From an optimization exercise on the open Yosys and OpenROAD flow, aimed at small area; shortcuts taken in it are not production practice.
Function was checked by simulation only, so behaviour that the tests miss may differ from the original.
No activity file was given, so power comes from the tool's default toggle rates.

`config.mk`:
```
export PLATFORM = sky130hd
export DESIGN_NAME = risc_regfile_dump
export DESIGN_NICKNAME = risc_regfile_dump
export VERILOG_FILES = /design/flow/design.v
export SDC_FILE = /design/flow/constraint.sdc
export NUM_CORES = 8
export LEC_CHECK = 0
export CAP_MARGIN = 20
export CORE_MARGIN = 2
export CORE_UTILIZATION = 40
export PLACE_DENSITY = 0.45
export SLEW_MARGIN = 20
export SYNTH_HIERARCHICAL = 1
```
`constraint.sdc`:
```
create_clock -name core_clock -period 7.0 [get_ports {clk}]
set_input_delay 1.4000 -clock core_clock [delete_from_list [all_inputs] [get_ports {clk}]]
set_output_delay 1.4000 -clock core_clock [all_outputs]
set_load 0.01 [all_outputs]
```
`design.v`:
```
package risc_pkg;
    localparam int DEF_DATA_W   = 32;
    localparam int DEF_NUM_REGS = 32;
endpackage
module rf_wbit (
    input  logic s,
    input  logic ns,
    input  logic d,
    input  logic q,
    output logic y
);
    assign y = (s & d) | (ns & q);
endmodule
module rf_aoi222 (
    input  logic [2:0] s,
    input  logic [2:0] d,
    output logic       y
);
    assign y = ~|(s & d);
endmodule
module rf_nand #(
    parameter int W = 4
) (
    input  logic [W-1:0] a,
    output logic         y
);
    assign y = ~&a;
endmodule
module rf_or #(
    parameter int W = 3
) (
    input  logic [W-1:0] a,
    output logic         y
);
    assign y = |a;
endmodule
module risc_regfile_rdport #(
    parameter int N = 31
) (
    input  logic [N-1:0] s,
    input  logic [N-1:0] d,
    output logic         y
);
    localparam int NG3 = N / 3;
    localparam int REM = N % 3;
    localparam int NG  = NG3 + REM;
    logic [NG-1:0] g;
    for (genvar j = 0; j < NG3; j++) begin : g_3
        rf_aoi222 u (.s(s[3*j +: 3]), .d(d[3*j +: 3]), .y(g[j]));
    end
    for (genvar j = 0; j < REM; j++) begin : g_1
        assign g[NG3 + j] = ~(s[3*NG3 + j] & d[3*NG3 + j]);
    end
    localparam int NQ = (NG + 3) / 4;
    logic [NQ-1:0] h;
    for (genvar j = 0; j < NQ; j++) begin : g_c
        localparam int W = (NG - 4*j) < 4 ? (NG - 4*j) : 4;
        rf_nand #(.W(W)) u (.a(g[4*j +: W]), .y(h[j]));
    end
    rf_or #(.W(NQ)) u_or (.a(h), .y(y));
endmodule
module risc_regfile_dump
#(
    parameter int   DATA_W   = risc_pkg::DEF_DATA_W,
    parameter int   NUM_REGS = risc_pkg::DEF_NUM_REGS,
    parameter int   NUM_RD   = 2,
    parameter int   ZERO_R0  = 1,
    localparam int  ADDR_W   = $clog2(NUM_REGS)
) (
    input  logic                     clk,
    input  logic                     reset,
    input  logic                     we,
    input  logic [ADDR_W-1:0]        waddr,
    input  logic [DATA_W-1:0]        wdata,
    input  logic [NUM_RD*ADDR_W-1:0] raddr,
    output logic [NUM_RD*DATA_W-1:0] rdata,
    input  logic                     dump_start,
    output logic                     dump_busy,
    output logic                     dump_valid,
    input  logic                     dump_ready,
    output logic [ADDR_W-1:0]        dump_addr,
    output logic [DATA_W-1:0]        dump_data,
    output logic                     dump_done
);
    localparam int NR = NUM_REGS - 1;    
    logic [NR-1:0][DATA_W-1:0] regs;     
    logic [NR-1:0][DATA_W-1:0] regs_d;   
    logic [NR-1:0]             vld;
    logic [NR-1:0]             wsel;
    logic [NR-1:0]             rv;
    always_comb begin
        for (int i = 0; i < NR; i++) begin
            wsel[i] = we && (waddr == ADDR_W'(i + 1));
        end
    end
    assign rv = vld | wsel;
    for (genvar i = 0; i < NR; i++) begin : g_reg
        for (genvar b = 0; b < DATA_W; b++) begin : g_bit
            rf_wbit u_w (
                .s (wsel[i]),
                .ns(~wsel[i]),
                .d (wdata[b]),
                .q (regs[i][b]),
                .y (regs_d[i][b])
            );
        end
        always_ff @(posedge clk) begin
            regs[i] <= regs_d[i];
        end
        always_ff @(posedge clk or negedge reset) begin
            if (!reset)       vld[i] <= 1'b0;
            else if (wsel[i]) vld[i] <= 1'b1;
        end
    end
    for (genvar k = 0; k < NUM_RD; k++) begin : g_rd
        logic [ADDR_W-1:0] ra;
        logic [NR-1:0]     sel;
        assign ra = raddr[k*ADDR_W +: ADDR_W];
        always_comb begin
            for (int i = 0; i < NR; i++) begin
                sel[i] = (ra == ADDR_W'(i + 1)) && rv[i];
            end
        end
        for (genvar b = 0; b < DATA_W; b++) begin : g_bit
            logic [NR-1:0] d;
            always_comb begin
                for (int i = 0; i < NR; i++) d[i] = regs_d[i][b];
            end
            risc_regfile_rdport #(.N(NR)) u_col (.s(sel), .d(d), .y(rdata[k*DATA_W + b]));
        end
    end
    logic              st_stream, st_done;
    logic [ADDR_W-1:0] nxt_addr;
    logic              adv, hold, last;
    logic [NR:0]       csel;
    assign dump_valid = st_stream;
    assign dump_done  = st_done;
    assign dump_busy  = st_stream | st_done;
    assign nxt_addr = dump_addr + 1'b1;
    assign last     = dump_addr == ADDR_W'(NUM_REGS - 1);
    assign adv      = st_stream && dump_ready;
    assign hold     = st_stream && !dump_ready;
    always_comb begin
        for (int i = 0; i < NR; i++) begin
            csel[i] = adv && (nxt_addr == ADDR_W'(i + 1)) && rv[i];
        end
        csel[NR] = hold;
    end
    logic [DATA_W-1:0] dump_data_d;
    for (genvar b = 0; b < DATA_W; b++) begin : g_cap
        logic [NR:0] d;
        always_comb begin
            for (int i = 0; i < NR; i++) d[i] = regs_d[i][b];
            d[NR] = dump_data[b];
        end
        risc_regfile_rdport #(.N(NR + 1)) u_col (.s(csel), .d(d), .y(dump_data_d[b]));
    end
    always_ff @(posedge clk or negedge reset) begin
        if (!reset) begin
            st_stream <= 1'b0;
            st_done   <= 1'b0;
        end else begin
            st_done <= adv && last;
            if (st_stream) st_stream <= !(dump_ready && last);
            else           st_stream <= dump_start && !st_done;
        end
    end
    always_ff @(posedge clk) begin
        dump_data <= dump_data_d;
        if (!st_stream)      dump_addr <= '0;
        else if (dump_ready) dump_addr <= nxt_addr;
    end
endmodule
```
`flow/run.sh`:
```
#!/bin/bash
cp standard.sh standard_sh.log 2>/dev/null
export BUFFER_PORTS_ARGS="-buffer_cell sky130_fd_sc_hd__buf_1"
export CTS_ARGS="-sink_clustering_enable -repair_clock_nets -dont_use_dummy_load -buf_list sky130_fd_sc_hd__clkbuf_4"
bash standard.sh > standard.log 2>&1
```
`standard.sh`:
```
#!/bin/bash
# synth_recipe.tcl (not shown) runs the flow's synth.tcl, then flattens the netlist and writes it again
# the make line also repeats each setting of config.mk as NAME=value (left out here)
make -C /OpenROAD-flow-scripts/flow DESIGN_CONFIG=/design/flow/config.mk WORK_HOME=/design/flow/orfs CLKGATE_MAP_FILE= SYNTH_SCRIPT=/design/flow/synth_recipe.tcl "${@:-finish}"
```
==> results of run 1 <==
-- cells in the final DEF, fill, tap and decap left out, types with 2 or more instances in the layout --
cell type,count
nor2b_1,6
clkbuf_4,317
nand2_1,142
and4bb_2,3
dfxtp_1,1029
nor2_1,5
a222oi_1,960
nor4_2,14
ha_1,6
nand3b_1,6
mux2i_1,2
buf_12,17
and2_1,4
a21oi_2,7
a211oi_4,16
or2_2,6
or3_1,98
buf_4,222
nand2b_1,8
a22o_1,992
nand4_1,229
nand3_1,70
nor3_2,62
xnor2_1,2
nand2_2,24
diode_2,9
buf_1,153
a21oi_1,25
dfrtp_1,33
and4b_2,2
inv_1,65
and3_1,2
-- per-layer routing --
| metal | share of wire, % | track usage (%) |
|---|---|---|
| met3 | 16 | 17.96 |
| met5 | 0.092 | 1.660 |
| met2 | 39 | 61.36 |
| met4 | 8.6 | 34.24 |
| met1 | 36 | 57.12 |
-- power groups by stage --
stage | sequential [µW] | combinational [µW] | clock, µW
3_5_place_dp | 7780 | 3690 | 0
3_3_place_gp | 7750 | 3550 | 0
6_report | 7680 | 3900 | 4550
2_1_floorplan | 7640 | 2350 | 0
4_1_cts | 7660 | 3710 | 4580
5_1_grt | 7770 | 4030 | 4870
-- per-module statistics from Yosys (local to each module, per instance), excerpt --
module	flip-flops and latches	cell area, µm²
rf_aoi222	0	10.01
rf_wbit	0	8.758
risc_regfile_dump	1062	23550
-- per-stage QoR --
step	cells	utilization, %
2_1_floorplan	3891	-
3_3_place_gp	5716	44.61
3_5_place_dp	5717	44.62
4_1_cts	6034	46.77
5_1_grt	6036	46.78
6_report	6043	46.80
-- worst max path at each step --
stage | from | to | slack, ps | depth (start not counted)
6_report | waddr[1] | rdata[27] | 410 | 9
5_1_grt | waddr[1] | rdata[56] | 430 | 9
4_1_cts | waddr[1] | rdata[0] | 560 | 9
3_5_place_dp | waddr[1] | rdata[0] | 560 | 9
3_3_place_gp | waddr[2] | rdata[0] | 660 | 9
2_1_floorplan | waddr[1] | rdata[0] | 660 | 6
-- registers in the layout (all words and copies together), names as in the netlist --
register,count
st_stream,1
dump_addr,5
st_done,1
dump_data,32
regs,992
vld,31
-- area by class of cell --
type	count	area, µm²
Fill cell	10329	58880
Multi-Input combinational cell	2707	23260
Sequential cell	1062	21430
Timing Repair Buffer	395	2603
Clock buffer	317	2380
Tap cell	1488	1862
Inverter	65	244.0
Antenna cell	9	22.52
-- cells by family (layout without fill, tap and decap cells) --
logic type,Yosys count,count (layout)
DFF,1062,1062
other,0,9
xor gates and xnor gates,3,3
buffers and inverters,122,777
adders and majority gates,6,6
and+or+nand+nor,690,690
AOI/OAI and AO/OA,2006,2006
muxes,2,2
==> impl_metrics.json, run 1 <==
{
  "num_vias": 51400,
  "cts-root-buf": "clkbuf_4",
  "crit_family": "simple AND/OR/NAND/NOR gates",
  "timing.final.crit_share_pct": 94.20,
  "cp_slowest_cell": "and4b_1",
  "total_power_uw": 16130,
  "synthXorXnorAreaFrac_pct": 0.05885,
  "syn-num-nets": 3949,
  "end_kind": "output pin",
  "syn_avg_cell_area_um2": 11.47,
  "grt_util_all_layers_pct": 45.30,
  "viasPerCell": 8.506,
  "fin_skew_ps": 125.0,
  "synth_compound_area_share_pct": 41.82,
  "slew_viol_final": 0,
  "muxShareOfSynthArea_pct": 0.04484,
  "ys_seq_area_share_pct": 47.99,
  "required_ps": 5600,
  "rsz0062_at_grt": "no",
  "critPathMaxStageDelay_ps": 800,
  "portBuffers": 155,
  "critPathLaunchType": "input pin",
  "antenna_found_initial": 17,
  "wl_per_cell_um": 45.00,
  "pre_cts_ws_ps": 555.9,
  "first_pass_iters": 15,
  "cts_hold_buffers": 0,
  "ctsResizeCount": 0,
  "cts_sinks": 1062,
  "grt_pass1_vias": 49282,
  "drive_gt1_share_pct": 15.42,
  "r2r_start": "dump_addr[1]",
  "syn_area_um2": 44650,
  "postPlaceCellArea_um2": 49380,
  "tritoncts": "yes",
  "fin_ws_ps": 406.2,
  "routed_wl_um": 271900,
  "clkSlewWorstSetupHoldPaths_ps": 60,
  "final-hold-violation-count": 0,
  "fmax_mhz": 151.7,
  "clockBufferDepth": 4,
  "synthAdderAreaFrac_pct": 0.1681,
  "worst-slew-pin-transition_ps": 1170,
  "hold_path_class": "in2async",
  "numCtsBuffers": 317,
  "status": "timing/DRC/antenna clean",
  "start_util_pct": 40.34,
  "async_reset_ff_share_pct": 3.107,
  "netSwitchingFraction_pct": 34.39,
  "synth_simple_gate_area_share_pct": 8.483,
  "setup-tns-final_ps": 0,
  "die_height_um": 338.1,
  "detail-route-antenna-nets": 0,
  "netlist_instances": 3891,
  "path_cells": "buf_1 -> and4b_1 -> nand2_2 -> buf_4 -> a22o_1 -> a222oi_1 -> nand4_1 -> or3_1 -> buf_1",
  "reg2reg_to": "dump_data[22]",
  "finalSetupViolations": 0,
  "p_seq_share_pct": 47.6,
  "core_area_um2": 110700,
  "die_area_um2": 114300,
  "synth_top_family_by_area": "compound AO/OA/AOI/OAI gates",
  "p_int_uw": 10580,
  "design_area_um2": 51790,
  "cpMostUsedCell": "buf_1",
  "die_width_um": 338.1,
  "drv_cap": 0,
  "peakVddDrop_mv": 0.2957,
  "p_leak_uw": 0.02034,
  "insertion_delay_ps": 1260,
  "io_pins": 156,
  "rows": 122,
  "r2r_slack_ps": 2630,
  "drt_iter0_drc": 13919,
  "p_per_area_nw_per_um2": 311.3,
  "synthTopCellsByCount": "dfxtp_1, a22o_1, a222oi_1",
  "htreeDepth": 5,
  "grt_pass1_wl_um": 369900,
  "syn2layout_area_growth_pct": 16.00,
  "synth_top_area_share_pct": 46.14,
  "arrival_ps": 5190,
  "synthTopCellsByArea": "dfxtp_1, a222oi_1, a22o_1",
  "power_frac_comb_pct": 24.2,
  "yosys.area.top_type": "dfxtp_1",
  "ys_ff_latch": 1062,
  "overflow": 0,
  "post-cts-setup-buffers": 0,
  "clkPwrFrac_pct": 28.2,
  "hpwlAfterDp_um": 154400,
  "crit_buf_inv": 3,
  "drc_errors": 0,
  "synth_edf_count": 0,
  "worst-setup-path-type": "in2out",
  "yosysMostFrequentCell": "dfxtp_1",
  "reg2regPathDepth": 8,
  "gp_congestion": 0.9706,
  "crit_fanout": 20,
  "ys_warn_count": 7,
  "hold-worst-slack_ps": 291.0,
  "grt_max_degree": 34,
  "fin_nets": 4606,
  "fin_crit_ps": 6594,
  "slew_headroom_pct": 21.97,
  "ys_types": 45,
  "p_sw_uw": 5545,
  "ys.flop_type": "dfxtp_1"
}
==> run 2: changes to the inputs <==
--- a/design.v
+++ b/design.v
@@ -17,6 +17,28 @@
     output logic       y
 );
     assign y = ~|(s & d);
+endmodule
+module rf_nor2 (
+    input  logic a,
+    input  logic b,
+    output logic y
+);
+    assign y = ~(a | b);
+endmodule
+module rf_nand2 (
+    input  logic a,
+    input  logic b,
+    output logic y
+);
+    assign y = ~(a & b);
+endmodule
+module rf_and3 (
+    input  logic a,
+    input  logic b,
+    input  logic c,
+    output logic y
+);
+    assign y = a & b & c;
 endmodule
 module rf_nand #(
     parameter int W = 4
@@ -88,17 +110,25 @@
     logic [NR-1:0]             vld;
     logic [NR-1:0]             wsel;
     logic [NR-1:0]             rv;
-    always_comb begin
-        for (int i = 0; i < NR; i++) begin
-            wsel[i] = we && (waddr == ADDR_W'(i + 1));
-        end
-    end
-    assign rv = vld | wsel;
+    function automatic logic [11:0] npre(input logic [4:0] a, input logic en);
+        for (int j = 0; j < 4; j++) npre[j]     = !(en && (a[1:0] == 2'(j)));
+        for (int j = 0; j < 8; j++) npre[4 + j] = !(a[4:2] == 3'(j));
+    endfunction
+    logic [NR-1:0] nwsel, nrv;
+    logic [11:0]   wpre, wpre_n;
+    assign wpre_n = npre(waddr, we);
+    assign wpre   = ~wpre_n;
+    for (genvar i = 0; i < NR; i++) begin : g_wdec
+        rf_nor2  u_s (.a(wpre_n[(i + 1) % 4]), .b(wpre_n[4 + (i + 1) / 4]), .y(wsel[i]));
+        rf_nand2 u_n (.a(wpre[(i + 1) % 4]),   .b(wpre[4 + (i + 1) / 4]),   .y(nwsel[i]));
+        rf_nor2  u_v (.a(vld[i]), .b(wsel[i]), .y(nrv[i]));
+    end
+    assign rv = ~nrv;
     for (genvar i = 0; i < NR; i++) begin : g_reg
         for (genvar b = 0; b < DATA_W; b++) begin : g_bit
             rf_wbit u_w (
                 .s (wsel[i]),
-                .ns(~wsel[i]),
+                .ns(nwsel[i]),
                 .d (wdata[b]),
                 .q (regs[i][b]),
                 .y (regs_d[i][b])
@@ -109,17 +139,17 @@
         end
         always_ff @(posedge clk or negedge reset) begin
             if (!reset)       vld[i] <= 1'b0;
-            else if (wsel[i]) vld[i] <= 1'b1;
+            else              vld[i] <= rv[i];
         end
     end
     for (genvar k = 0; k < NUM_RD; k++) begin : g_rd
         logic [ADDR_W-1:0] ra;
         logic [NR-1:0]     sel;
         assign ra = raddr[k*ADDR_W +: ADDR_W];
-        always_comb begin
-            for (int i = 0; i < NR; i++) begin
-                sel[i] = (ra == ADDR_W'(i + 1)) && rv[i];
-            end
+        logic [11:0] pre;
+        assign pre = ~npre(ra, 1'b1);
+        for (genvar i = 0; i < NR; i++) begin : g_sel
+            rf_and3 u (.a(pre[(i + 1) % 4]), .b(pre[4 + (i + 1) / 4]), .c(rv[i]), .y(sel[i]));
         end
         for (genvar b = 0; b < DATA_W; b++) begin : g_bit
             logic [NR-1:0] d;
@@ -140,12 +170,12 @@
     assign last     = dump_addr == ADDR_W'(NUM_REGS - 1);
     assign adv      = st_stream && dump_ready;
     assign hold     = st_stream && !dump_ready;
-    always_comb begin
-        for (int i = 0; i < NR; i++) begin
-            csel[i] = adv && (nxt_addr == ADDR_W'(i + 1)) && rv[i];
-        end
-        csel[NR] = hold;
-    end
+    logic [11:0] cpre;
+    assign cpre = ~npre(nxt_addr, adv);
+    for (genvar i = 0; i < NR; i++) begin : g_csel
+        rf_and3 u (.a(cpre[(i + 1) % 4]), .b(cpre[4 + (i + 1) / 4]), .c(rv[i]), .y(csel[i]));
+    end
+    assign csel[NR] = hold;
     logic [DATA_W-1:0] dump_data_d;
     for (genvar b = 0; b < DATA_W; b++) begin : g_cap
         logic [NR:0] d;
==> flow/run.sh (replaced) <==
#!/bin/bash
export BUFFER_PORTS_ARGS="-buffer_cell sky130_fd_sc_hd__buf_1"
export CTS_ARGS="-sink_clustering_enable -repair_clock_nets -dont_use_dummy_load -buf_list sky130_fd_sc_hd__clkbuf_4 -sink_clustering_size 8 -sink_clustering_max_diameter 60"
bash standard.sh > standard.log 2>&1
--- a/config.mk
+++ b/config.mk
@@ -5,9 +5,9 @@
 export SDC_FILE = /design/flow/constraint.sdc
 export NUM_CORES = 8
 export LEC_CHECK = 0
-export CAP_MARGIN = 20
+export CAP_MARGIN = 10
 export CORE_MARGIN = 2
 export CORE_UTILIZATION = 40
 export PLACE_DENSITY = 0.45
-export SLEW_MARGIN = 20
+export SLEW_MARGIN = 10
 export SYNTH_HIERARCHICAL = 1
==> run 2 against run 1 <==
  * Largest cell class unchanged
  * Via count down 1.8%
  * Utilization down 1.8 points
  * Area after synthesis down 0.28%
  * Power down 9.3%
  * Cell area down 4.0%
  * Count of clock-buffer cells in the layout down 163
  * Global-route usage about the same
  * Synthesized cell count down 0.26%
  * Sequential cell count unchanged
  * Hold slack better by 160 ps
==> impl_metrics.json, run 2 <==
{
  "ys_ff_latch": 1062,
  "post-cts-setup-buffers": 0,
  "drt_iter0_drc": 12841,
  "status": "timing/DRC/antenna clean",
  "rsz0062_at_grt": "no",
  "first_pass_iters": 15,
  "syn2layout_area_growth_pct": 11.65,
  "yosys.area.top_type": "dfxtp_1",
  "cts_hold_buffers": 0,
  "async_reset_ff_share_pct": 3.107,
  "tritoncts": "yes",
  "critPathLaunchType": "input pin",
  "rows": 122,
  "synth_edf_count": 0,
  "cp_slowest_cell": "or3b_1",
  "syn_area_um2": 44520,
  "worst-setup-path-type": "in2out",
  "arrival_ps": 5140,
  "placed_cells": 5663,
  "num_vias": 50475,
  "worst-slew-pin-transition_ps": 1387,
  "p_leak_uw": 0.01949,
  "overflow": 0,
  "fin_crit_ps": 6544,
  "required_ps": 5600,
  "final_util_pct": 44.98,
  "power_frac_comb_pct": 24.5,
  "p_sw_uw": 5113,
  "top_register": "regs",
  "gp_congestion": 0.9822,
  "insertion_delay_ps": 1150,
  "fmax_mhz": 152.8,
  "end_kind": "output pin",
  "p_seq_share_pct": 53.2,
  "grt_pass1_wl_um": 368700,
  "critPathMaxStageDelay_ps": 630,
  "numCtsBuffers": 154,
  "largest_reg_flops": 992,
  "drive_gt1_share_pct": 11.20,
  "clkPwrFrac_pct": 22.3,
  "syn_avg_cell_area_um2": 11.47,
  "p_int_uw": 9511,
  "top_usage_layer": "met2",
  "core_area_um2": 110500,
  "path_cells": "buf_1 -> or3b_1 -> inv_1 -> nand2_2 -> buf_4 -> a22o_1 -> a222oi_1 -> nand4_1 -> or3_1 -> buf_1",
  "fin_skew_ps": 54.23,
  "synthTopCellsByArea": "dfxtp_1, a222oi_1, a22o_1",
  "die_area_um2": 114000,
  "timing.final.crit_share_pct": 93.48,
  "drc_errors": 0,
  "grt_pass1_vias": 47573,
  "use_met3_pct": 17.95,
  "cpMostUsedCell": "buf_1",
  "crit_fanout": 18,
  "clkSlewWorstSetupHoldPaths_ps": 110,
  "antenna_found_initial": 16,
  "yosysMostFrequentCell": "dfxtp_1",
  "synth_top_area_share_pct": 46.27,
  "drv_cap": 0,
  "grt_use_met2_pct": 61.99,
  "die_height_um": 337.6,
  "p_per_area_nw_per_um2": 294.2,
  "slew_viol_final": 0,
  "ys_warn_count": 7,
  "ys.flop_type": "dfxtp_1",
  "cts_sinks": 1062,
  "finalSetupViolations": 0,
  "fin_nets": 4389,
  "detail-route-antenna-nets": 0,
  "final_common_cell": "dfxtp_1",
  "final-hold-violation-count": 0,
  "top_regs": "regs: 992 flops, dump_data: 32 flops, vld: 31 flops",
  "die_width_um": 337.6,
  "wl_per_cell_um": 46.30,
  "final_cell_mix": "dfxtp_1, a22o_1, a222oi_1",
  "htreeDepth": 4,
  "slew_headroom_pct": 7.562,
  "ctsResizeCount": 0,
  "fin_cells": 5838,
  "nFillCells": 10478,
  "cts-root-buf": "clkbuf_4",
  "ys_seq_area_share_pct": 48.12,
  "ys_types": 34,
  "grt_util_all_layers_pct": 45.31,
  "hpwlAfterDp_um": 149200,
  "hold_path_class": "in2async",
  "io_pins": 156,
  "clockBufferDepth": 3,
  "setup-tns-final_ps": 0,
  "syn-num-nets": 3939,
  "met1_usage_pct": 57.94,
  "grt_max_degree": 34,
  "netlist_instances": 3881,
  "viasPerCell": 8.646,
  "start_util_pct": 40.29,
  "synthTopCellsByCount": "dfxtp_1, a22o_1, a222oi_1",
  "netSwitchingFraction_pct": 34.96,
  "routed_wl_um": 270300,
  "peakVddDrop_mv": 0.1561,
  "portBuffers": 155
}
==> run 2: cell types whose count changed in the layout (fill, tap and decap cells not counted), moves of 9 or more <==
cell / delta
a211oi_4: -16
a21oi_1: -25
and3_1: +9
and3_2: +90
buf_12: -11
buf_4: -55
clkbuf_4: -163
diode_2: +12
inv_1: -19
nor2_1: +31
nor2_4: +31
nor3_2: -62
nor4_2: -14
==> run 2: cells by family after synthesis <==
group / count (synthesis) / synth area share, %
adders and majority gates: 6 / 0.1686
and+or+nand+nor: 765 / 9.333
xor gates and xnor gates: 3 / 0.05902
muxes: 4 / 0.1461
AOI/OAI and AO/OA: 1961 / 41.22
DFF: 1062 / 48.12
buffers and inverters: 80 / 0.9527
==> run 2: power by group through the flow <==
stage               Combinational [µW]  Sequential, µW  Clock (µW)
detailed placement                3380            7880           0
global placement                  3250            7850           0
global route                      3720            7860        3490
finish                            3580            7780        3260
floorplan                         2300            7700           0
CTS                               3400            7740        3260
==> run 2: final cells by class <==
| type | count | area (µm²) | area share, % |
|---|---|---|---|
| antenna | 21 | 52.55 | 0.1057 |
| multi-input combinational | 2739 | 23090 | 46.44 |
| tap | 1488 | 1862 | 3.745 |
| sequential | 1062 | 21430 | 43.10 |
| clock buffer | 154 | 1156 | 2.326 |
| inverter | 46 | 172.7 | 0.3473 |
| timing repair buffer | 328 | 1958 | 3.939 |
==> run 2: Yosys stat by module (local to each module, per instance), excerpt <==
module | flops+latches | copies in the design | cells
rf_nor2 | 0 | 62 | 1
rf_and3 | 0 | 93 | 1
rf_nand2 | 0 | 31 | 1
rf_aoi222 | 0 | 960 | 1
risc_regfile_dump | 1062 | 1 | 1231
rf_wbit | 0 | 992 | 1
==> run 2: per-stage QoR <==
| step | hold WS (ps) | setup slack [ps] | instance area [µm²] | total power, µW |
|---|---|---|---|---|
| global placement | 450.1 | 687.3 | 48500 | 11100 |
| CTS | 413.2 | 631.7 | 49660 | 14400 |
| floorplan | 435.8 | 1300 | 44520 | 10000 |
| detailed placement | 458.3 | 628.0 | 48500 | 11260 |
| global route | 461.6 | 338.6 | 49680 | 15070 |
| finish | 453.3 | 456.5 | 49710 | 14620 |
==> run 2: path summary, 6_finish.rpt <==
check / from / cells past startpoint / slack [ps] / endpoint
worst max-delay path: waddr[3] / 10 / 460 / rdata[32]
worst min-delay path: reset / 1 / 450 / vld[27]
worst max register to register: dump_addr[1] / 10 / 2440 / dump_data[1]
worst min register to register: vld[11] / 2 / 480 / vld[11]
max in group asynchronous: reset / 1 / 5840 / vld[22]
min in group core_clock: vld[11] / 2 / 480 / vld[11]
==> run 2: critical path: cells and delay by family <==
kind | cells | cell delay (ps)
buffers and inverters | 4 | 1110
AO/OA/AOI/OAI | 2 | 590
AND/OR/NAND/NOR | 4 | 2020
==> run 2: metal layers <==
metal | routed length (µm) | share of wire, %
met5 | 27 | 0.010
met4 | 22290 | 8.2
met3 | 44360 | 16
met2 | 105800 | 39
met1 | 97810 | 36
==> run 3: changes to the inputs <==
==> flow/run.sh (replaced) <==
#!/bin/bash
export BUFFER_PORTS_ARGS="-buffer_cell sky130_fd_sc_hd__buf_1"
export CTS_ARGS="-sink_clustering_enable -repair_clock_nets -dont_use_dummy_load -buf_list sky130_fd_sc_hd__clkbuf_4 -sink_clustering_size 7 -sink_clustering_max_diameter 50"
bash standard.sh > standard.log 2>&1
==> run 3 against run 2 <==
  * Still clean
  * Critical path depth did not move
  * Power rose by 1.4%
  * Clock skew rose by 70 ps
  * Synthesized cell count did not move
  * Clock power rose by 6.4%
  * Count of clock-buffer cells in the layout rose by 24
  * Hold slack got worse by 4.3 ps
  * Worst setup slack got worse by 150 ps
  * Maximum frequency fell by 2.3%
  * Wire length rose by 0.42%
  * Largest cell class unchanged
==> impl_metrics.json, run 3 <==
{
  "cts_hold_buffers": 0,
  "drt_iter0_drc": 12931,
  "portBuffers": 155,
  "cp_slowest_cell": "a222oi_1",
  "first_pass_iters": 22,
  "netlist_instances": 3881,
  "multi_input_area_um2": 23090,
  "gp_congestion": 0.9822,
  "largest_reg_flops": 992,
  "syn_avg_cell_area_um2": 11.47,
  "antenna_found_initial": 17,
  "overflow": 0,
  "reg2regPathDepth": 10,
  "cpMostUsedCell": "buf_1",
  "yosys.area.top_type": "dfxtp_1",
  "die_area_um2": 114000,
  "grt_pass1_wl_um": 370100,
  "r2r_start": "dump_addr[1]",
  "fin_ws_ps": 304.2,
  "async_reset_ff_share_pct": 3.107,
  "ys_seq_area_share_pct": 48.12,
  "post-cts-setup-buffers": 0,
  "syn_area_um2": 44520,
  "viasPerCell": 8.649,
  "peakVddDrop_mv": 0.1585,
  "numCtsBuffers": 178,
  "end_kind": "output pin",
  "rsz0062_at_grt": "no",
  "start_util_pct": 40.29,
  "cts_sinks": 1062,
  "ys_types": 34,
  "final_cell_mix": "dfxtp_1, a22o_1, a222oi_1",
  "final_common_cell": "dfxtp_1",
  "die_width_um": 337.6,
  "synthTopCellsByCount": "dfxtp_1, a22o_1, a222oi_1",
  "drv_cap": 0,
  "cts-root-buf": "clkbuf_4",
  "critPathLaunchType": "input pin",
  "worst-setup-path-type": "in2out",
  "tritoncts": "yes",
  "fin_nets": 4413,
  "nFillCells": 10472,
  "clkSlewWorstSetupHoldPaths_ps": 80,
  "final-hold-violation-count": 0,
  "synth_compound_area_share_pct": 41.22,
  "slew_viol_final": 0,
  "critPathMaxStageDelay_ps": 730,
  "ys_ff_latch": 1062,
  "grt_pass1_vias": 47693,
  "clockBufferDepth": 3,
  "status": "timing/DRC/antenna clean",
  "pre_cts_ws_ps": 628.0,
  "synthXorXnorAreaFrac_pct": 0.05901,
  "synthTopCellsByArea": "dfxtp_1, a222oi_1, a22o_1",
  "ctsResizeCount": 0,
  "yosysMostFrequentCell": "dfxtp_1",
  "ys.flop_type": "dfxtp_1",
  "synth_top_area_share_pct": 46.27,
  "total_power_uw": 14830,
  "hold_path_class": "in2async",
  "grt_max_degree": 34,
  "ys_warn_count": 7,
  "detail-route-antenna-nets": 0,
  "hpwlAfterDp_um": 149200,
  "top_regs": "regs: 992 flops, dump_data: 32 flops, vld: 31 flops",
  "crit_family": "simple AND/OR/NAND/NOR gates",
  "arrival_ps": 5300,
  "worst-slew-pin-transition_ps": 1420,
  "path_cells": "buf_1 -> nand2_1 -> inv_1 -> nand2_2 -> buf_4 -> a22o_1 -> a222oi_1 -> nand4_1 -> or3_1 -> buf_1",
  "wl_per_cell_um": 46.32,
  "synthAdderAreaFrac_pct": 0.1686,
  "finalSetupViolations": 0,
  "crit_buf_inv": 4,
  "syn2layout_area_growth_pct": 12.05,
  "fmax_mhz": 149.3,
  "fin_crit_ps": 6696,
  "synth_edf_count": 0,
  "core_area_um2": 110500,
  "crit_fanout": 18,
  "p_per_area_nw_per_um2": 297.4,
  "htreeDepth": 4,
  "seq_area_um2": 21430,
  "die_height_um": 337.6,
  "io_pins": 156,
  "synth_top_family_by_area": "compound AO/OA/AOI/OAI gates",
  "grt_util_all_layers_pct": 45.42,
  "timing.final.crit_share_pct": 95.65,
  "reg2reg_to": "dump_data[1]",
  "setup-tns-final_ps": 0,
  "drc_errors": 0,
  "slew_headroom_pct": 5.329,
  "insertion_delay_ps": 1200,
  "drive_gt1_share_pct": 11.69,
  "rows": 122,
  "synth_simple_gate_area_share_pct": 9.333,
  "required_ps": 5600,
  "top_register": "regs",
  "syn-num-nets": 3939,
  "fin_skew_ps": 124.4,
  "num_vias": 50685,
  "routed_wl_um": 271400,
  "r2r_slack_ps": 2470,
  "p_leak_uw": 0.01960,
  "muxShareOfSynthArea_pct": 0.1461
}
-- run 3: cell counts after synthesis --
Identical to the previous run, type by type.
-- run 3: power breakdown --
| part | internal (µW) | leakage, µW | total (µW) | switching, µW |
|---|---|---|---|---|
| registers | 7290 | 0.00894 | 7780 | 487 |
| clock network | 1160 | 0.000819 | 3470 | 2310 |
| logic | 1210 | 0.00985 | 3580 | 2370 |
-- run 3: cell type report --
class                   instances  share of cell area, %
flip-flops and latches       1062                  42.95
inverters                      46                 0.3461
clock buffers                 178                  2.679
multi-input cells            2739                  46.28
repair buffers                328                  3.925
diodes                         19                0.09531
well taps                    1488                  3.732
-- run 3: how the worst max path moves through the flow --
stage	start	endpoint	depth (start not counted)
finish	waddr[4]	rdata[30]	10
CTS	waddr[4]	rdata[30]	10
detailed placement	waddr[4]	rdata[30]	10
floorplan	waddr[1]	rdata[0]	8
global placement	waddr[4]	rdata[62]	10
global route	waddr[4]	rdata[30]	10
-- run 3: cells by family after synthesis --
family	Yosys count
buffers and inverters	80
adders and majority gates	6
DFF	1062
AOI/OAI and AO/OA	1961
muxes	4
and+or+nand+nor	765
xor gates and xnor gates	3
-- run 3: through the flow --
step | util (%) | hold slack (ps) | instance area, µm² | std cells
global route | 45.12 | 446.6 | 49860 | 5850
CTS | 45.10 | 384.7 | 49840 | 5841
detailed placement | 43.89 | 458.3 | 48500 | 5663
global placement | 43.89 | 450.1 | 48500 | 5663
floorplan | - | 435.8 | 44520 | 3881
finish | 45.14 | 449.1 | 49890 | 5860
-- run 3: per-module statistics from Yosys, one instance, submodules excluded, excerpt --
module	copies in the design	area (µm²)	cells inside	flops+latches
rf_nor2	62	3.754	1	0
risc_regfile_dump	1	22490	1231	1062
rf_and3	93	6.256	1	0
rf_wbit	992	8.758	1	0
rf_aoi222	960	10.01	1	0
rf_nand2	31	3.754	1	0
-- run 3: layer usage --
layer | part of all wire, % | track usage, % | vias up | wire (µm)
met5 | 0.0092 | 0.1277 | - | 25
met4 | 8.0 | 30.82 | 4 | 21840
met3 | 16 | 17.25 | 1270 | 44790
met2 | 39 | 62.47 | 5496 | 106800
met1 | 36 | 58.39 | 24654 | 98010
li1 | - | - | 19261 | -
==> run 4: changes to the inputs <==
--- a/config.mk
+++ b/config.mk
@@ -7,7 +7,7 @@
 export LEC_CHECK = 0
 export CAP_MARGIN = 10
 export CORE_MARGIN = 2
-export CORE_UTILIZATION = 40
-export PLACE_DENSITY = 0.45
+export CORE_UTILIZATION = 50
+export PLACE_DENSITY = 0.55
 export SLEW_MARGIN = 10
 export SYNTH_HIERARCHICAL = 1
==> run 4 against run 3 <==
  * Critical path depth unchanged
  * Worst setup slack lost 46 ps
  * Clock skew is 24 ps lower
  * Highest routed layer unchanged
  * First-iteration DRC count rose by 27%
  * Synthesized cell count stayed put
  * Area after synthesis is the same
  * Non-clock buffer count grew 20
  * Cell area fell by 0.74%
  * Cell count down 5.4%
==> impl_metrics.json, run 4 <==
{
  "synthTopCellsByCount": "dfxtp_1, a22o_1, a222oi_1",
  "rsz0062_at_grt": "no",
  "first_pass_iters": 22,
  "setup-tns-final_ps": 0,
  "path_cells": "buf_1 -> or3b_1 -> inv_1 -> nand2_1 -> buf_4 -> a22o_1 -> a222oi_1 -> nand4_1 -> or3_1 -> buf_1",
  "end_kind": "output pin",
  "syn-num-nets": 3939,
  "core_area_um2": 88370,
  "routed_wl_um": 248600,
  "ys_seq_area_share_pct": 48.12,
  "clockBufferDepth": 3,
  "syn_avg_cell_area_um2": 11.47,
  "fin_crit_ps": 6742,
  "netlist_instances": 3881,
  "start_util_pct": 50.38,
  "ys_ff_latch": 1062,
  "drive_gt1_share_pct": 10.16,
  "rows": 109,
  "fin_skew_ps": 100.0,
  "grt_pass1_vias": 48317,
  "num_vias": 50711,
  "wl_per_cell_um": 44.84,
  "io_pins": 156,
  "crit_family": "simple AND/OR/NAND/NOR gates",
  "critPathMaxStageDelay_ps": 740,
  "tritoncts": "yes",
  "syn2layout_area_growth_pct": 11.22,
  "slew_headroom_pct": 11.70,
  "syn_area_um2": 44520,
  "fin_nets": 4428,
  "top_regs": "regs: 992 flops, dump_data: 32 flops, vld: 31 flops",
  "yosysMostFrequentCell": "dfxtp_1",
  "cp_slowest_cell": "nand4_1",
  "ys_types": 34,
  "cts_sinks": 1062,
  "slew_viol_final": 0,
  "fmax_mhz": 148.3,
  "fin_ws_ps": 258.4,
  "required_ps": 5600,
  "grt_util_all_layers_pct": 51.82,
  "drv_cap": 0,
  "p_leak_uw": 0.01973,
  "nFillCells": 7648,
  "drt_iter0_drc": 16363,
  "ys.flop_type": "dfxtp_1",
  "peakVddDrop_mv": 0.2070,
  "worst-slew-pin-transition_ps": 1324,
  "die_height_um": 302.4,
  "gp_congestion": 1.085,
  "arrival_ps": 5340,
  "worst-setup-path-type": "in2out",
  "cts_hold_buffers": 0,
  "viasPerCell": 9.149,
  "crit_fanout": 32,
  "final_common_cell": "dfxtp_1",
  "final_cell_mix": "dfxtp_1, a22o_1, a222oi_1",
  "critPathLaunchType": "input pin",
  "crit_buf_inv": 4,
  "p_per_area_nw_per_um2": 296.6,
  "top_register": "regs",
  "overflow": 0,
  "status": "timing/DRC/antenna clean",
  "post-cts-setup-buffers": 0,
  "postPlaceCellArea_um2": 48200,
  "synth_top_area_share_pct": 46.27,
  "synthTopCellsByArea": "dfxtp_1, a222oi_1, a22o_1",
  "timing.final.crit_share_pct": 96.31,
  "drc_errors": 0,
  "die_area_um2": 91450,
  "hold_path_class": "in2async",
  "numCtsBuffers": 173,
  "largest_reg_flops": 992,
  "finalSetupViolations": 0,
  "cpMostUsedCell": "buf_1",
  "final-hold-violation-count": 0,
  "design_area_um2": 49520,
  "pre_cts_ws_ps": 708.5,
  "detail-route-antenna-nets": 0,
  "final_util_pct": 56.03,
  "async_reset_ff_share_pct": 3.107,
  "ctsResizeCount": 0,
  "insertion_delay_ps": 1130,
  "synth_edf_count": 0,
  "yosys.area.top_type": "dfxtp_1",
  "clkSlewWorstSetupHoldPaths_ps": 70,
  "grt_max_degree": 34,
  "grt_pass1_wl_um": 345000,
  "die_width_um": 302.4,
  "hpwlAfterDp_um": 138600,
  "htreeDepth": 4,
  "cts-root-buf": "clkbuf_4",
  "ys_warn_count": 7,
  "antenna_found_initial": 18,
  "portBuffers": 155
}
run 4: cell counts after synthesis:
No cell type changed its count.
run 4: through the flow:
| stage | std cells | power (µW) | hold WS, ps |
|---|---|---|---|
| global placement | 5360 | 10990 | 447.1 |
| detailed placement | 5360 | 11180 | 451.5 |
| CTS | 5533 | 14400 | 384.7 |
| finish | 5543 | 14690 | 448.8 |
| global route | 5538 | 15100 | 472.9 |
| floorplan | 3881 | 10000 | 435.8 |
run 4: cell type report:
type | count | area, µm² | share of cell area, %
timing repair buffer | 348 | 2182 | 4.407
clock buffer | 173 | 1299 | 2.623
tap | 1165 | 1458 | 2.944
multi-input combinational | 2739 | 22960 | 46.36
sequential | 1062 | 21430 | 43.27
antenna | 10 | 25.02 | 0.05053
inverter | 46 | 172.7 | 0.3487
run 4: worst paths after layout:
check / from / end / slack (ps) / depth (start not counted)
setup / recovery: we / rdata[8] / 260 / 10
hold / removal: reset / vld[20] / 450 / 1
setup reg to reg: dump_addr[0] / dump_data[1] / 2560 / 10
hold reg to reg: vld[26] / vld[26] / 470 / 2
max in group asynchronous: reset / vld[26] / 5860 / 1
min in group core_clock: vld[26] / vld[26] / 470 / 2
run 4: power by group:
group	leakage (µW)	switching (µW)	internal, µW	total [µW]
Sequential	0.00894	476	7290	7770
Clock	0.000796	2240	1130	3370
Combinational	0.00999	2350	1210	3560
run 4: kinds of logic (layout without fill, tap and decap cells):
kind of cell | after synthesis | in the layout | share of synthesized area, %
AO/OA/AOI/OAI | 1961 | 1961 | 41.22
flip-flops | 1062 | 1062 | 48.12
AND/OR/NAND/NOR | 765 | 765 | 9.333
buffers and inverters | 80 | 567 | 0.9527
adder cells (fa/ha/maj) | 6 | 6 | 0.1686
multiplexers | 4 | 4 | 0.1461
XOR/XNOR | 3 | 3 | 0.05902
other | 0 | 10 | 0
run 4: per-module statistics from Yosys, one instance, submodules excluded, excerpt:
| module | cell area, µm² | cells |
|---|---|---|
| rf_aoi222 | 10.01 | 1 |
| rf_wbit | 8.758 | 1 |
| rf_and3 | 6.256 | 1 |
| rf_nand2 | 3.754 | 1 |
| risc_regfile_dump | 22490 | 1231 |
| rf_nor2 | 3.754 | 1 |
run 4: per-layer routing:
metal,wire length [µm],GRT usage [%]
met4,25260,40.97
met1,83620,64.53
met2,93650,68.13
met3,45910,24.12
met5,114,0.5176
==> run 5: changes to the inputs <==
--- a/design.v
+++ b/design.v
@@ -31,6 +31,14 @@
     output logic y
 );
     assign y = ~(a & b);
+endmodule
+module rf_ao21 (
+    input  logic a,
+    input  logic b,
+    input  logic c,
+    output logic y
+);
+    assign y = (a & b) | c;
 endmodule
 module rf_and3 (
     input  logic a,
@@ -114,16 +122,15 @@
         for (int j = 0; j < 4; j++) npre[j]     = !(en && (a[1:0] == 2'(j)));
         for (int j = 0; j < 8; j++) npre[4 + j] = !(a[4:2] == 3'(j));
     endfunction
-    logic [NR-1:0] nwsel, nrv;
+    logic [NR-1:0] nwsel;
     logic [11:0]   wpre, wpre_n;
     assign wpre_n = npre(waddr, we);
     assign wpre   = ~wpre_n;
     for (genvar i = 0; i < NR; i++) begin : g_wdec
         rf_nor2  u_s (.a(wpre_n[(i + 1) % 4]), .b(wpre_n[4 + (i + 1) / 4]), .y(wsel[i]));
         rf_nand2 u_n (.a(wpre[(i + 1) % 4]),   .b(wpre[4 + (i + 1) / 4]),   .y(nwsel[i]));
-        rf_nor2  u_v (.a(vld[i]), .b(wsel[i]), .y(nrv[i]));
-    end
-    assign rv = ~nrv;
+        rf_ao21  u_v (.a(wpre[(i + 1) % 4]), .b(wpre[4 + (i + 1) / 4]), .c(vld[i]), .y(rv[i]));
+    end
     for (genvar i = 0; i < NR; i++) begin : g_reg
         for (genvar b = 0; b < DATA_W; b++) begin : g_bit
             rf_wbit u_w (
--- a/config.mk
+++ b/config.mk
@@ -7,7 +7,8 @@
 export LEC_CHECK = 0
 export CAP_MARGIN = 10
 export CORE_MARGIN = 2
-export CORE_UTILIZATION = 50
-export PLACE_DENSITY = 0.55
+export CORE_UTILIZATION = 40
+export PLACE_DENSITY = 0.6
+export SETUP_SLACK_MARGIN = 0.15
 export SLEW_MARGIN = 10
 export SYNTH_HIERARCHICAL = 1
==> run 5 against run 4 <==
  * Worst setup slack better by 70 ps
  * Largest power group unchanged
  * Synthesized cell count shrank 0.80%
  * Critical path type unchanged
  * Combinational power shrank 1%
  * Maximum frequency rose by 1.0%
  * First-iteration DRC count decreased by 7.1%
  * Still clean on timing, DRC and antenna
  * Cell count grew 4.1%
  * Sequential power hardly changed
==> impl_metrics.json, run 5 <==
{
  "status": "timing/DRC/antenna clean",
  "slew_viol_final": 0,
  "placed_cells": 5587,
  "critPathMaxStageDelay_ps": 590,
  "wl_per_cell_um": 42.36,
  "die_width_um": 337.6,
  "synth_top_area_share_pct": 46.27,
  "htreeDepth": 4,
  "hpwlAfterDp_um": 134900,
  "fin_cells": 5769,
  "final-hold-violation-count": 0,
  "drv_cap": 0,
  "final_common_cell": "dfxtp_1",
  "finalSetupViolations": 0,
  "peakVddDrop_mv": 0.1881,
  "gp_congestion": 1.017,
  "pre_cts_ws_ps": 694.1,
  "core_area_um2": 110500,
  "viasPerCell": 8.553,
  "ys.flop_type": "dfxtp_1",
  "fin_crit_ps": 6672,
  "end_kind": "output pin",
  "largest_reg_flops": 992,
  "synthTopCellsByCount": "dfxtp_1, a22o_1, a222oi_1",
  "post-cts-setup-buffers": 0,
  "first_pass_iters": 15,
  "top_regs": "regs: 992 flops, dump_data: 32 flops, vld: 31 flops",
  "timing.final.crit_share_pct": 95.31,
  "io_pins": 156,
  "nFillCells": 10515,
  "cts-root-buf": "clkbuf_4",
  "top_register": "regs",
  "tritoncts": "yes",
  "die_height_um": 337.6,
  "antenna_found_initial": 11,
  "rows": 122,
  "final_cell_mix": "dfxtp_1, a22o_1, a222oi_1",
  "num_vias": 49342,
  "setup-tns-final_ps": 0,
  "routed_wl_um": 244400,
  "syn_area_um2": 44520,
  "postPlaceCellArea_um2": 48150,
  "p_leak_uw": 0.01932,
  "hold_path_class": "in2async",
  "ys_ff_latch": 1062,
  "synthXorXnorAreaFrac_pct": 0.05901,
  "drive_gt1_share_pct": 10.82,
  "yosys.area.top_type": "dfxtp_1",
  "critPathLaunchType": "input pin",
  "p_per_area_nw_per_um2": 296.2,
  "netlist_instances": 3850,
  "arrival_ps": 5270,
  "path_cells": "buf_1 -> nand2_1 -> or2_2 -> inv_1 -> a21o_1 -> and3_2 -> a222oi_1 -> nand4_1 -> or3_1 -> buf_1",
  "ys_seq_area_share_pct": 48.12,
  "overflow": 0,
  "detail-route-antenna-nets": 0,
  "insertion_delay_ps": 1170,
  "ys_types": 35,
  "clockBufferDepth": 3,
  "synth_simple_gate_area_share_pct": 9.071,
  "start_util_pct": 40.29,
  "syn_avg_cell_area_um2": 11.56,
  "yosysMostFrequentCell": "dfxtp_1",
  "grt_util_all_layers_pct": 40.77,
  "cts_sinks": 1062,
  "rsz0062_at_grt": "no",
  "cp_slowest_cell": "and3_2",
  "crit_family": "simple AND/OR/NAND/NOR gates",
  "grt_pass1_wl_um": 337000,
  "cts_hold_buffers": 0,
  "numCtsBuffers": 172,
  "ys_warn_count": 7,
  "portBuffers": 155,
  "async_reset_ff_share_pct": 3.107,
  "cpMostUsedCell": "buf_1",
  "fin_ws_ps": 328.0,
  "worst-slew-pin-transition_ps": 1344,
  "synth_compound_area_share_pct": 41.74,
  "ctsResizeCount": 0,
  "synth_top_family_by_area": "compound AO/OA/AOI/OAI gates",
  "die_area_um2": 114000,
  "grt_pass1_vias": 45446,
  "synthTopCellsByArea": "dfxtp_1, a222oi_1, a22o_1",
  "syn2layout_area_growth_pct": 11.09,
  "crit_buf_inv": 3,
  "grt_max_degree": 34,
  "design_area_um2": 49460,
  "slew_headroom_pct": 10.37,
  "fin_nets": 4331,
  "synth_edf_count": 0,
  "required_ps": 5600,
  "worst-setup-path-type": "in2out",
  "synthAdderAreaFrac_pct": 0.1686,
  "syn-num-nets": 3908,
  "clkSlewWorstSetupHoldPaths_ps": 90,
  "muxShareOfSynthArea_pct": 0.1461,
  "drt_iter0_drc": 15197,
  "crit_fanout": 32,
  "drc_errors": 0,
  "fin_skew_ps": 86.59,
  "fmax_mhz": 149.9
}
==> run 5: cell types whose count changed after synthesis <==
cell    delta
inv_1     -31
a21o_1    +31
nor2_1    -31
==> run 5: kinds of logic after synthesis <==
kind of cell / Yosys count
AO/OA/AOI/OAI: 1992
XOR/XNOR: 3
flip-flops: 1062
multiplexers: 4
buffers and inverters: 49
AND/OR/NAND/NOR: 734
adder cells (fa/ha/maj): 6
==> run 5: path summary, 6_finish.rpt <==
check	startpoint	to	slack [ps]	cells after the start
worst max-delay path	we	rdata[51]	330	10
worst min-delay path	reset	vld[7]	420	1
worst max register to register	dump_addr[0]	dump_data[18]	2730	9
worst min register to register	vld[9]	vld[9]	490	1
max in group asynchronous	reset	vld[11]	5900	1
min in group core_clock	vld[9]	vld[9]	490	1
==> run 5: worst reg2reg max path, delay by kind of cell, from the launching register on <==
kind                     cells  cell delay (ps)
adder cells (fa/ha/maj)      2              580
flip-flops                   1              560
AO/OA/AOI/OAI                2              900
AND/OR/NAND/NOR              5             2190
==> run 5: power by group <==
part	internal (µW)	switching, µW	leakage, µW
Clock	1120	2250	0.000791
Combinational	1210	2300	0.00959
Sequential	7290	477	0.00894
==> run 5: metal layers <==
layer  up-vias  GRT usage [%]  part of all wire, %
li1      19146              -                    -
met1     23557          53.36                   36
met2      5404          53.70                   38
met3      1222          17.96                   18
met4        13          26.06                  8.0
met5         -          1.447                 0.10
==> run 5: cell type report <==
class | count | area (µm²) | share of cell area, %
Sequential cell | 1062 | 21430 | 43.32
Tap cell | 1488 | 1862 | 3.764
Clock buffer | 172 | 1291 | 2.610
Multi-Input combinational cell | 2739 | 23210 | 46.92
Antenna cell | 10 | 25.02 | 0.05059
Inverter | 15 | 56.30 | 0.1138
Timing Repair Buffer | 283 | 1594 | 3.223
==> run 5: modules after synthesis (local to each module, per instance), excerpt <==
module / copies in the design / flip-flops and latches / area, µm² / cells inside
rf_wbit: 992 / 0 / 8.758 / 1
rf_nand2: 31 / 0 / 3.754 / 1
risc_regfile_dump: 1 / 1062 / 22380 / 1200
rf_aoi222: 960 / 0 / 10.01 / 1
rf_ao21: 31 / 0 / 7.507 / 1
rf_and3: 93 / 0 / 6.256 / 1
rf_nor2: 31 / 0 / 3.754 / 1
==> run 5: per-stage QoR <==
step	utilization [%]	hold WS [ps]	power [µW]
floorplan	-	442.1	10010
global placement	43.57	454.4	11070
detailed placement	43.57	467.5	11150
CTS	44.73	380.9	14380
global route	44.74	455.0	15110
finish	44.76	415.8	14650

## separate check: timing with driven ports
The flow's constraints put no driver on any port. The routed layouts listed below were extracted and timed again, unchanged, in two steps.
Step 1: set_driving_cell puts a clkbuf_16 on clk and a buf_2 on each other input, an assumption about the parent block.
Step 2 adds t to the input delays and takes it off the output delays; t is the mean of the earliest and latest rising clock arrival at the registers after step 1. Input paths then give back, and output paths get back, about the clock's delay inside the block.
Three values: ideal, step 1, step 2; two values: the first two.
run | shift t [ns] | setup WS [ns] | worst setup path at the end | latest minus earliest clock arrival (ns) | pins driven straight from the clock port
run 1 | 1.274 | 0.406 / 0.378 / 0.378 | input to output | 0.136 / 0.136 | 1
run 2 | 1.204 | 0.456 / 0.431 / 0.431 | input to output | 0.058 / 0.059 | 1
run 3 | 1.216 | 0.304 / 0.280 / 0.280 | input to output | 0.132 / 0.133 | 1
run 4 | 1.159 | 0.258 / 0.227 / 0.227 | input to output | 0.106 / 0.105 | 1
run 5 | 1.199 | 0.328 / 0.307 / 0.307 | input to output | 0.101 / 0.100 | 1
After both steps every run listed still meets setup and hold. For run 4, which loses most, drivers alone change the setup slack by -0.031 ns; drivers and shift together by -0.031 ns.
